Source: an optimization exercise on an open RTL-to-GDS flow (aim: small area). Production flows keep margins and buffers that such runs may drop. The RTL was checked by simulation tests, not by an equivalence proof against the original design.

==> module lite_updn, before the edit <==
module lite_updn (
  input  logic q, wen, hold, dn,
  output logic y
);
  assign y = !((q || wen) && (hold || dn));
endmodule
==> module lite_xor2, before the edit <==
module lite_xor2 (
  input  logic a, b,
  output logic y
);
  assign y = a ^ b;
endmodule
==> module lite_regfile, before the edit <==
module lite_regfile (
  input  logic                   clk_calc,
  input  logic                   arst_n,
  input  logic [4-1:0] lite_wstrb,
  input  logic                   lite_rden,
  input  logic [31:0]            lite_addr,
  input  logic [31:0]            lite_wr_data,
  output logic [31:0]            lite_rd_data
);
  logic [6-2:0] word_idx;
  logic [31:0]                           rd_sel;
  logic [31:0]                           wr_en [4];
  logic [31:0]                           mem [32];
  logic [31:0]                           rd_next;
  assign word_idx = lite_addr[6:2];
  logic        ph;
  logic [31:0] wr_data_x;
  always_ff @(posedge clk_calc) begin
    ph <= !ph;
  end
  for (genvar j = 0; j < 32; j++) begin : g_wx
    lite_xor2 u_x (.a (lite_wr_data[j]), .b (ph), .y (wr_data_x[j]));
  end
  logic [7:0]  row, row_n;
  logic [3:0]  rd_col_n;
  logic [3:0]  wr_col [4];
  logic [3:0]  wr_col_n [4];
  logic [31:0] wr_hold [4];
  always_comb begin
    for (int r = 0; r < 8; r++) begin
      row[r]   = (word_idx[4:2] == 3'(r));
      row_n[r] = !(word_idx[4:2] == 3'(r));
    end
    for (int c = 0; c < 4; c++) begin
      rd_col_n[c] = !(lite_rden && (word_idx[1:0] == 2'(c)));
      for (int k = 0; k < 4; k++) begin
        wr_col[k][c]   = lite_wstrb[k] && (word_idx[1:0] == 2'(c));
        wr_col_n[k][c] = !(lite_wstrb[k] && (word_idx[1:0] == 2'(c)));
      end
    end
  end
  for (genvar w = 0; w < 32; w++) begin : g_dec
    lite_nor2 u_rd (.a(row_n[w/4]), .b(rd_col_n[w%4]), .y(rd_sel[w]));
    for (genvar k = 0; k < 4; k++) begin : g_lane
      lite_nor2  u_wr (.a(row_n[w/4]), .b(wr_col_n[k][w%4]), .y(wr_en[k][w]));
      lite_nand2 u_hd (.a(row[w/4]),   .b(wr_col[k][w%4]),   .y(wr_hold[k][w]));
    end
  end
  for (genvar w = 0; w < 32; w++) begin : g_word
    logic [31:0] nxt;
    for (genvar j = 0; j < 32; j++) begin : g_bit
      lite_updn u_upd (
        .q    (mem[w][j]),
        .wen  (wr_en[j/8][w]),
        .hold (wr_hold[j/8][w]),
        .dn   (wr_data_x[j]),
        .y    (nxt[j])
      );
    end
    always_ff @(posedge clk_calc) begin
      mem[w] <= nxt;
    end
  end
  logic rd_flip;
  assign rd_flip = lite_rden && ph;
  for (genvar j = 0; j < 32; j++) begin : g_bit
    logic [32:0] d;
    logic [32:0] s;
    logic [10:0] t;
    for (genvar w = 0; w < 32; w++) begin : g_in
      assign d[w] = mem[w][j];
      assign s[w] = rd_sel[w];
    end
    assign d[32] = lite_rd_data[j];
    assign s[32] = !lite_rden;
    for (genvar g = 0; g < 11; g++) begin : g_ao
      lite_ao3n u_ao (
        .a0 (d[3*g]),   .s0 (s[3*g]),
        .a1 (d[3*g+1]), .s1 (s[3*g+1]),
        .a2 (d[3*g+2]), .s2 (s[3*g+2]),
        .y  (t[g])
      );
    end
    logic o;
    lite_nand11 u_or (.a(t), .y(o));
    lite_xor2   u_x  (.a(o), .b(rd_flip), .y(rd_next[j]));
  end
  always_ff @(posedge clk_calc or negedge arst_n) begin
    if (!arst_n) begin
      lite_rd_data <= '0;
    end else begin
      lite_rd_data <= rd_next;
    end
  end
endmodule
Settings: LEC_CHECK=0, CAP_MARGIN=20, CORE_MARGIN=2, CORE_UTILIZATION=40, CTS_CLUSTER_DIAMETER=100, CTS_CLUSTER_SIZE=25, SLEW_MARGIN=20, SYNTH_HIERARCHICAL=1, SYNTH_MINIMUM_KEEP_SIZE=0; clock period 10.0 ns.
standard.sh (not shown) runs the stock make flow with config.mk's settings and CLKGATE_MAP_FILE= SYNTH_SCRIPT=/design/flow/synth_recipe.tcl, a recipe that flattens the netlist after the stock synthesis.
==> flow/flow/run.sh <==
#!/bin/bash
# The standard layout (standard.sh, the standard flow's own ORFS run, synthesis included),
# with two changes:
#  - the port buffers are buf_1 instead of the buffer ORFS picks by itself;
#  - clock tree synthesis uses clkbuf_8, clusters up to 16 sinks per leaf
#    buffer and inserts
#    no dummy loads.
# make's full output goes to run_make.log here; ORFS keeps each step's log
# under orfs/logs/.
set -euo pipefail
export BUFFER_PORTS_ARGS="-buffer_cell sky130_fd_sc_hd__buf_1"
export CTS_ARGS="-sink_clustering_enable -repair_clock_nets -sink_clustering_size 16 -sink_clustering_max_diameter 80 -dont_use_dummy_load -buf_list sky130_fd_sc_hd__clkbuf_8"
bash standard.sh synth > run_synth.log 2>&1
bash standard.sh finish > run_make.log 2>&1
Next try:
--- a/flow/design.v
+++ b/flow/design.v
@@ -191,23 +191,17 @@
 module lite_nand2 (
   input  logic a, b,
   output logic y
 );
   assign y = !(a && b);
 endmodule
-module lite_updn (
-  input  logic q, wen, hold, dn,
+module lite_upd (
+  input  logic q, hold, d, wen,
   output logic y
 );
-  assign y = !((q || wen) && (hold || dn));
-endmodule
-module lite_xor2 (
-  input  logic a, b,
-  output logic y
-);
-  assign y = a ^ b;
+  assign y = (q && hold) || (d && wen);
 endmodule
 module lite_regfile (
   input  logic                   clk_calc,
   input  logic                   arst_n,
   input  logic [4-1:0] lite_wstrb,
   input  logic                   lite_rden,
@@ -218,20 +212,12 @@
   logic [6-2:0] word_idx;
   logic [31:0]                           rd_sel;
   logic [31:0]                           wr_en [4];
   logic [31:0]                           mem [32];
   logic [31:0]                           rd_next;
   assign word_idx = lite_addr[6:2];
-  logic        ph;
-  logic [31:0] wr_data_x;
-  always_ff @(posedge clk_calc) begin
-    ph <= !ph;
-  end
-  for (genvar j = 0; j < 32; j++) begin : g_wx
-    lite_xor2 u_x (.a (lite_wr_data[j]), .b (ph), .y (wr_data_x[j]));
-  end
   logic [7:0]  row, row_n;
   logic [3:0]  rd_col_n;
   logic [3:0]  wr_col [4];
   logic [3:0]  wr_col_n [4];
   logic [31:0] wr_hold [4];
   always_comb begin
@@ -254,26 +240,24 @@
       lite_nand2 u_hd (.a(row[w/4]),   .b(wr_col[k][w%4]),   .y(wr_hold[k][w]));
     end
   end
   for (genvar w = 0; w < 32; w++) begin : g_word
     logic [31:0] nxt;
     for (genvar j = 0; j < 32; j++) begin : g_bit
-      lite_updn u_upd (
+      lite_upd u_upd (
         .q    (mem[w][j]),
-        .wen  (wr_en[j/8][w]),
         .hold (wr_hold[j/8][w]),
-        .dn   (wr_data_x[j]),
+        .d    (lite_wr_data[j]),
+        .wen  (wr_en[j/8][w]),
         .y    (nxt[j])
       );
     end
     always_ff @(posedge clk_calc) begin
       mem[w] <= nxt;
     end
   end
-  logic rd_flip;
-  assign rd_flip = lite_rden && ph;
   for (genvar j = 0; j < 32; j++) begin : g_bit
     logic [32:0] d;
     logic [32:0] s;
     logic [10:0] t;
     for (genvar w = 0; w < 32; w++) begin : g_in
       assign d[w] = mem[w][j];
@@ -286,15 +270,13 @@
         .a0 (d[3*g]),   .s0 (s[3*g]),
         .a1 (d[3*g+1]), .s1 (s[3*g+1]),
         .a2 (d[3*g+2]), .s2 (s[3*g+2]),
         .y  (t[g])
       );
     end
-    logic o;
-    lite_nand11 u_or (.a(t), .y(o));
-    lite_xor2   u_x  (.a(o), .b(rd_flip), .y(rd_next[j]));
+    lite_nand11 u_or (.a(t), .y(rd_next[j]));
   end
   always_ff @(posedge clk_calc or negedge arst_n) begin
     if (!arst_n) begin
       lite_rd_data <= '0;
     end else begin
       lite_rd_data <= rd_next;
Via count decreases by 1.4%. Die area is higher by 4.6%. Design area climbs by 2.9%. Fmax rises by 2.2%. Utilization fell by 0.83 points.

[re-timing with driven ports]
The results above use ideal ports. As a check the final layouts listed here were re-extracted and re-timed, cells and wires unchanged. Step 1, drivers: a clkbuf_16 drives clk_calc and a buf_2 each remaining input, both assumed. Step 2 times the ports against the registers' clock, not the clock port: input delays grow and output delays shrink by t, the midpoint of the rising clock arrivals with the driver on. a / b / c = no drivers / after step 1 / after step 2; a / b = the first two.
| run | t (ns) | slack for setup (ns) | worst setup path at the end | cell pins on the clock port's net |
|---|---|---|---|---|
| the first run | 0.789 | 5.090 / 5.106 / 4.316 | input to register | 1 |
| the second run | 0.802 | 5.196 / 5.230 / 4.428 | input to register | 1 |
After both steps every run listed still meets setup and hold. The setup slack of the first run, which loses most, moves by +0.016 ns with the drivers and by -0.774 ns with both steps.
